From an optimization exercise on the open Yosys and OpenROAD flow, aimed at small area, a short achievable clock period and few clock cycles per item; shortcuts taken in it are not production practice.
Only simulation tests tie the RTL to the original design; equivalence was not proved.
Power is estimated from default activity; no workload was simulated.

red:
==> flow/design.v <==
module note_tracker #(
  parameter int NUM_OCTAVES = 5,
  parameter int BIN_W       = 12,
  parameter int MAG_W       = 10,
  parameter int HOLD_FRAMES = 2,
  localparam int NOTES      = 12 * NUM_OCTAVES
) (
  input  logic             clk,
  input  logic             reset,
  input  logic [BIN_W-1:0] bin_addr,
  input  logic [MAG_W-1:0] bin_mag,
  input  logic             bin_we,
  input  logic             bin_last,
  input  logic [MAG_W-1:0] threshold,
  input  logic [MAG_W-1:0] hysteresis,
  input  logic             cfg_we,
  input  logic [5:0]       cfg_note,
  input  logic [BIN_W-1:0] cfg_bin,
  input  logic             cfg_en,
  output logic [3:0]       note,
  output logic [2:0]       octave,
  output logic             note_valid,
  output logic             result_strobe,
  output logic [NOTES-1:0] active_mask,
  output logic             busy,
  output logic             overrun
);
  function automatic logic mag_ge(input logic [MAG_W-1:0] a,
                                  input logic [MAG_W-1:0] b);
    logic [15:0] g, p;
    g = '0;
    p = '1;
    for (int k = 0; k < MAG_W; k++) begin
      g[k] = a[k] & ~b[k];
      p[k] = a[k] | ~b[k];
    end
    for (int w = 16; w > 1; w = w / 2)
      for (int j = 0; j < w / 2; j++) begin
        g[j] = g[2*j+1] | (p[2*j+1] & g[2*j]);
        p[j] = p[2*j+1] & p[2*j];
      end
    mag_ge = g[0] | p[0];
  endfunction
  function automatic logic [MAG_W:0] mag_add(input logic [MAG_W-1:0] a,
                                             input logic [MAG_W-1:0] b);
    logic [MAG_W-1:0] g, p, h;
    g = a & b;
    p = a ^ b;
    h = p;
    for (int d = 1; d < MAG_W; d = d * 2)
      for (int k = MAG_W - 1; k >= d; k--) begin
        g[k] = g[k] | (p[k] & g[k-d]);
        p[k] = p[k] & p[k-d];
      end
    mag_add = {g[MAG_W-1], h ^ {g[MAG_W-2:0], 1'b0}};
  endfunction
  function automatic logic add_ge(input logic [MAG_W-1:0] a,
                                  input logic [MAG_W-1:0] b,
                                  input logic [MAG_W-1:0] c);
    logic [MAG_W+1:0] x, y, g, p;
    logic [MAG_W+2:0] gg, pp;
    x  = {2'b00, a ^ b ^ ~c};
    y  = {1'b0, (a & b) | (a & ~c) | (b & ~c), 1'b0};
    g  = x & y;
    p  = x ^ y;
    gg = {g, 1'b1};               
    pp = {p, 1'b0};
    for (int d = 1; d < MAG_W + 3; d = d * 2)
      for (int k = MAG_W + 2; k >= d; k--) begin
        gg[k] = gg[k] | (pp[k] & gg[k-d]);
        pp[k] = pp[k] & pp[k-d];
      end
    add_ge = (p[MAG_W] ^ gg[MAG_W]) | (p[MAG_W+1] ^ gg[MAG_W+1]);
  endfunction
  logic reset_r;
  logic p1, pA, pB;               
  logic accept, acc_last;
  assign accept   = bin_we && !busy && !result_strobe && !reset;
  assign acc_last = accept && bin_last;
  always_ff @(posedge clk) begin
    reset_r <= reset;
    if (reset) begin
      p1 <= 1'b0; pA <= 1'b0; pB <= 1'b0;
      busy          <= 1'b0;
      result_strobe <= 1'b0;
      overrun       <= 1'b0;
    end else begin
      p1 <= acc_last;
      pA <= p1;
      pB <= pA;
      busy          <= acc_last || p1 || pA;
      result_strobe <= pB;
      if (bin_we && (busy || result_strobe)) overrun <= 1'b1;
    end
  end
  logic [MAG_W:0]   t_nh;
  assign t_nh = mag_add(threshold, ~hysteresis);
  logic             v;            
  logic [BIN_W-1:0] addr_r;
  logic [MAG_W-1:0] X;            
  logic [MAG_W-1:0] mag_r;        
  logic [MAG_W-1:0] mag_r2;       
  logic             m_gt_t;       
  logic             m_ge_r;       
  logic             fwd_r;        
  logic             rz_r;         
  logic [NUM_OCTAVES-1:0] cwe_g;  
  logic [11:0]      cwe_k;        
  logic             cen_r;
  logic [BIN_W-1:0] cbin_r;
  always_ff @(posedge clk) begin
    v      <= accept;
    addr_r <= bin_addr;
    mag_r  <= bin_mag;
    mag_r2 <= (reset || pB) ? '0 : mag_r;
    m_gt_t <= !mag_ge(threshold, bin_mag);
    m_ge_r <= add_ge(bin_mag, hysteresis, threshold);
    if (p1)            fwd_r <= mag_ge(threshold, mag_r);
    else if (bin_last) fwd_r <= !add_ge(mag_r, hysteresis, threshold);
    else               fwd_r <= mag_ge(bin_mag, mag_r);
    rz_r   <= !t_nh[MAG_W];
    if (p1)            X <= threshold;
    else if (bin_last) X <= t_nh[MAG_W-1:0];
    else               X <= bin_mag;
    for (int g = 0; g < NUM_OCTAVES; g++)
      cwe_g[g] <= cfg_we && !reset && cfg_note >= 6'(12 * g)
                  && cfg_note < 6'(12 * g + 12);
    for (int k = 0; k < 12; k++)
      cwe_k[k] <= (cfg_note % 6'd12) == 6'(k);
    cen_r  <= cfg_en;
    cbin_r <= cfg_bin;
  end
  logic             tbl_en  [NOTES];
  logic [BIN_W-1:0] tbl_bin [NOTES];
  logic [MAG_W-1:0] peak    [NOTES];
  logic [NOTES-1:0] c1;
  logic [NOTES-1:0] upd_r, ge, match;
  logic             clr;
  assign clr     = reset_r || result_strobe;
  always_comb
    for (int i = 0; i < NOTES; i++) begin
      match[i] = v && tbl_en[i] && tbl_bin[i] == addr_r;
      ge[i]    = upd_r[i] ? fwd_r : mag_ge(X, peak[i]);
    end
  always_ff @(posedge clk) begin
    for (int i = 0; i < NOTES; i++) begin
      if (reset_r)
        tbl_en[i] <= 1'b0;
      else if (cwe_g[i / 12] && cwe_k[i % 12])
        tbl_en[i] <= cen_r;
      if (cwe_g[i / 12] && cwe_k[i % 12])
        tbl_bin[i] <= cbin_r;
      if (clr || (upd_r[i] && !pB))
        peak[i] <= mag_r2;
      upd_r[i] <= pA ? ge[i] : (match[i] && (p1 ? m_gt_t : ge[i]));
    end
  end
  logic [NOTES-1:0] a_new;
  always_comb
    for (int i = 0; i < NOTES; i++)
      a_new[i] = !upd_r[i] ? (active_mask[i] || c1[i])
                           : (active_mask[i] && !c1[i]);
  always_ff @(posedge clk) begin
    for (int i = 0; i < NOTES; i++) begin
      logic ltr;
      ltr = ge[i] && !rz_r && !(match[i] && m_ge_r);
      if (reset_r)
        c1[i] <= 1'b0;
      else if (p1)
        c1[i] <= active_mask[i] ? ltr : (c1[i] && !ltr);
      else if (pB)
        c1[i] <= !upd_r[i] && !active_mask[i] && !c1[i];
    end
    if (reset)
      active_mask <= '0;
    else if (pB)
      active_mask <= a_new;
  end
  logic [NUM_OCTAVES-1:0] grp_any;
  logic [3:0] grp_pc [NUM_OCTAVES];
  logic [3:0] enc_pc;
  logic [2:0] enc_oc;
  always_comb begin
    for (int g = 0; g < NUM_OCTAVES; g++) begin
      grp_any[g] = |a_new[12*g +: 12];
      grp_pc[g]  = 4'd0;
      for (int k = 11; k >= 0; k--)
        if (a_new[12*g + k]) grp_pc[g] = 4'(k + 1);
    end
    enc_pc = 4'd0;
    enc_oc = 3'd0;
    for (int g = NUM_OCTAVES - 1; g >= 0; g--)
      if (grp_any[g]) begin
        enc_pc = grp_pc[g];
        enc_oc = 3'(g + 1);
      end
  end
  always_ff @(posedge clk) begin
    if (reset) begin
      note       <= '0;
      octave     <= '0;
      note_valid <= 1'b0;
    end else if (pB) begin
      note       <= enc_pc;
      octave     <= enc_oc;
      note_valid <= |grp_any;
    end
  end
endmodule
Settings: LEC_CHECK=0, ABC_AREA=1, CAP_MARGIN=20, CORE_MARGIN=2, CORE_UTILIZATION=65, CTS_CLUSTER_DIAMETER=90, CTS_CLUSTER_SIZE=25, PLACE_DENSITY=0.72, SETUP_SLACK_MARGIN=4.25, SLEW_MARGIN=20, BUFFER_PORTS_ARGS=-buffer_cell sky130_fd_sc_hd__buf_4; clock period 7.0 ns.
standard.sh (not shown) runs the stock make flow with config.mk's settings and CLKGATE_MAP_FILE= SYNTH_SCRIPT=/design/flow/synth_recipe.tcl, a recipe that flattens the netlist after the stock synthesis.
==> flow/flow/run.sh <==
#!/bin/bash
# Layout flow: the standard flow (standard.sh), with one change: the
# buffers that buffer_ports puts on every input and output port are
# sky130_fd_sc_hd__buf_4 instead of the default (a slow delay buffer).
set -e
cp standard.sh standard_sh_copy.txt
for f in config.mk "$FLOW_CONFIG"; do
  if [ -f "$f" ] && ! grep -q BUFFER_PORTS_ARGS "$f"; then
    echo 'export BUFFER_PORTS_ARGS = -buffer_cell sky130_fd_sc_hd__buf_4' >> "$f"
  fi
done
bash standard.sh > standard.log 2>&1
red ended with every stage complete and zero timing, DRC or antenna violations.
Testbench counts of red, summed over its fixed seeds: cycles 19,473, frames 320.
Here is what was changed in the inputs of green compared with red.
diff --git a/flow/design.v b/flow/design.v
--- a/flow/design.v
+++ b/flow/design.v
@@ -52,28 +52,10 @@
         g[k] = g[k] | (p[k] & g[k-d]);
         p[k] = p[k] & p[k-d];
       end
     mag_add = {g[MAG_W-1], h ^ {g[MAG_W-2:0], 1'b0}};
   endfunction
-  function automatic logic add_ge(input logic [MAG_W-1:0] a,
-                                  input logic [MAG_W-1:0] b,
-                                  input logic [MAG_W-1:0] c);
-    logic [MAG_W+1:0] x, y, g, p;
-    logic [MAG_W+2:0] gg, pp;
-    x  = {2'b00, a ^ b ^ ~c};
-    y  = {1'b0, (a & b) | (a & ~c) | (b & ~c), 1'b0};
-    g  = x & y;
-    p  = x ^ y;
-    gg = {g, 1'b1};               
-    pp = {p, 1'b0};
-    for (int d = 1; d < MAG_W + 3; d = d * 2)
-      for (int k = MAG_W + 2; k >= d; k--) begin
-        gg[k] = gg[k] | (pp[k] & gg[k-d]);
-        pp[k] = pp[k] & pp[k-d];
-      end
-    add_ge = (p[MAG_W] ^ gg[MAG_W]) | (p[MAG_W+1] ^ gg[MAG_W+1]);
-  endfunction
   logic reset_r;
   logic p1, pA, pB;               
   logic accept, acc_last;
   assign accept   = bin_we && !busy && !result_strobe && !reset;
   assign acc_last = accept && bin_last;
@@ -99,27 +81,21 @@
   logic [BIN_W-1:0] addr_r;
   logic [MAG_W-1:0] X;            
   logic [MAG_W-1:0] mag_r;        
   logic [MAG_W-1:0] mag_r2;       
   logic             m_gt_t;       
-  logic             m_ge_r;       
-  logic             fwd_r;        
   logic             rz_r;         
   logic [NUM_OCTAVES-1:0] cwe_g;  
   logic [11:0]      cwe_k;        
   logic             cen_r;
   logic [BIN_W-1:0] cbin_r;
   always_ff @(posedge clk) begin
     v      <= accept;
     addr_r <= bin_addr;
     mag_r  <= bin_mag;
-    mag_r2 <= (reset || pB) ? '0 : mag_r;
+    mag_r2 <= mag_r;
     m_gt_t <= !mag_ge(threshold, bin_mag);
-    m_ge_r <= add_ge(bin_mag, hysteresis, threshold);
-    if (p1)            fwd_r <= mag_ge(threshold, mag_r);
-    else if (bin_last) fwd_r <= !add_ge(mag_r, hysteresis, threshold);
-    else               fwd_r <= mag_ge(bin_mag, mag_r);
     rz_r   <= !t_nh[MAG_W];
     if (p1)            X <= threshold;
     else if (bin_last) X <= t_nh[MAG_W-1:0];
     else               X <= bin_mag;
     for (int g = 0; g < NUM_OCTAVES; g++)
@@ -133,27 +109,33 @@
   logic             tbl_en  [NOTES];
   logic [BIN_W-1:0] tbl_bin [NOTES];
   logic [MAG_W-1:0] peak    [NOTES];
   logic [NOTES-1:0] c1;
   logic [NOTES-1:0] upd_r, ge, match;
+  logic             ge_fwd;       
+  logic             ge_last;      
   logic             clr;
+  logic [MAG_W-1:0] wr_mag;
+  assign ge_fwd  = mag_ge(X, mag_r2);
+  assign ge_last = mag_ge(X, mag_r);
   assign clr     = reset_r || result_strobe;
+  assign wr_mag  = clr ? '0 : mag_r2;
   always_comb
     for (int i = 0; i < NOTES; i++) begin
       match[i] = v && tbl_en[i] && tbl_bin[i] == addr_r;
-      ge[i]    = upd_r[i] ? fwd_r : mag_ge(X, peak[i]);
+      ge[i]    = upd_r[i] ? ge_fwd : mag_ge(X, peak[i]);
     end
   always_ff @(posedge clk) begin
     for (int i = 0; i < NOTES; i++) begin
       if (reset_r)
         tbl_en[i] <= 1'b0;
       else if (cwe_g[i / 12] && cwe_k[i % 12])
         tbl_en[i] <= cen_r;
       if (cwe_g[i / 12] && cwe_k[i % 12])
         tbl_bin[i] <= cbin_r;
       if (clr || (upd_r[i] && !pB))
-        peak[i] <= mag_r2;
+        peak[i] <= wr_mag;
       upd_r[i] <= pA ? ge[i] : (match[i] && (p1 ? m_gt_t : ge[i]));
     end
   end
   logic [NOTES-1:0] a_new;
   always_comb
@@ -161,11 +143,11 @@
       a_new[i] = !upd_r[i] ? (active_mask[i] || c1[i])
                            : (active_mask[i] && !c1[i]);
   always_ff @(posedge clk) begin
     for (int i = 0; i < NOTES; i++) begin
       logic ltr;
-      ltr = ge[i] && !rz_r && !(match[i] && m_ge_r);
+      ltr = ge[i] && !rz_r && !(match[i] && !ge_last);
       if (reset_r)
         c1[i] <= 1'b0;
       else if (p1)
         c1[i] <= active_mask[i] ? ltr : (c1[i] && !ltr);
       else if (pB)
Findings:
- In summary, green completed successfully, with a layout that passed the timing, design-rule and antenna checks.
- When green is set beside red, its count of clock-buffer cells in the layout turns out to be about 1.5% larger.
- Post-synthesis area per instance across red and green: no real change.
- Taking red as the reference, in green switching fraction of total power shows no meaningful change; total power went down by about 0.4%; final worst-path cycle share climbed 7.0 points; first-iteration DRC count fell by 549.
- Launch point of the worst path: active_mask[55] -> red, reset_r -> green
Testbench counts of green, summed over its fixed seeds: cycles 19,473, frames 320.

## afterwards: timing with drivers on the ports
The flow's constraints put no driver on any port. The routed layouts listed below were extracted and timed again, unchanged, in two steps. Step 1: set_driving_cell puts a clkbuf_16 on clk and a buf_2 on each other input, an assumption about the parent block. Step 2, shift: input delay + t, output delay - t, t = (earliest + latest rising clock arrival at the registers) / 2. This alone moves slack from input paths to output paths. a / b / c = ideal ports / drivers / drivers and shift; a / b = the first two.
run	shift t [ns]	setup WS [ns]	worst register clock-pin slew, ns	worst slew at a driven data input, ns
red	0.788	4.246 / 4.162 / 3.529	0.11 / 0.11	0.06
green	0.776	3.759 / 3.759 / 3.542	0.11 / 0.11	0.10
After both steps setup and hold are still met in every run listed. For red, which loses most, drivers alone change the setup slack by -0.084 ns; drivers and shift together by -0.717 ns.
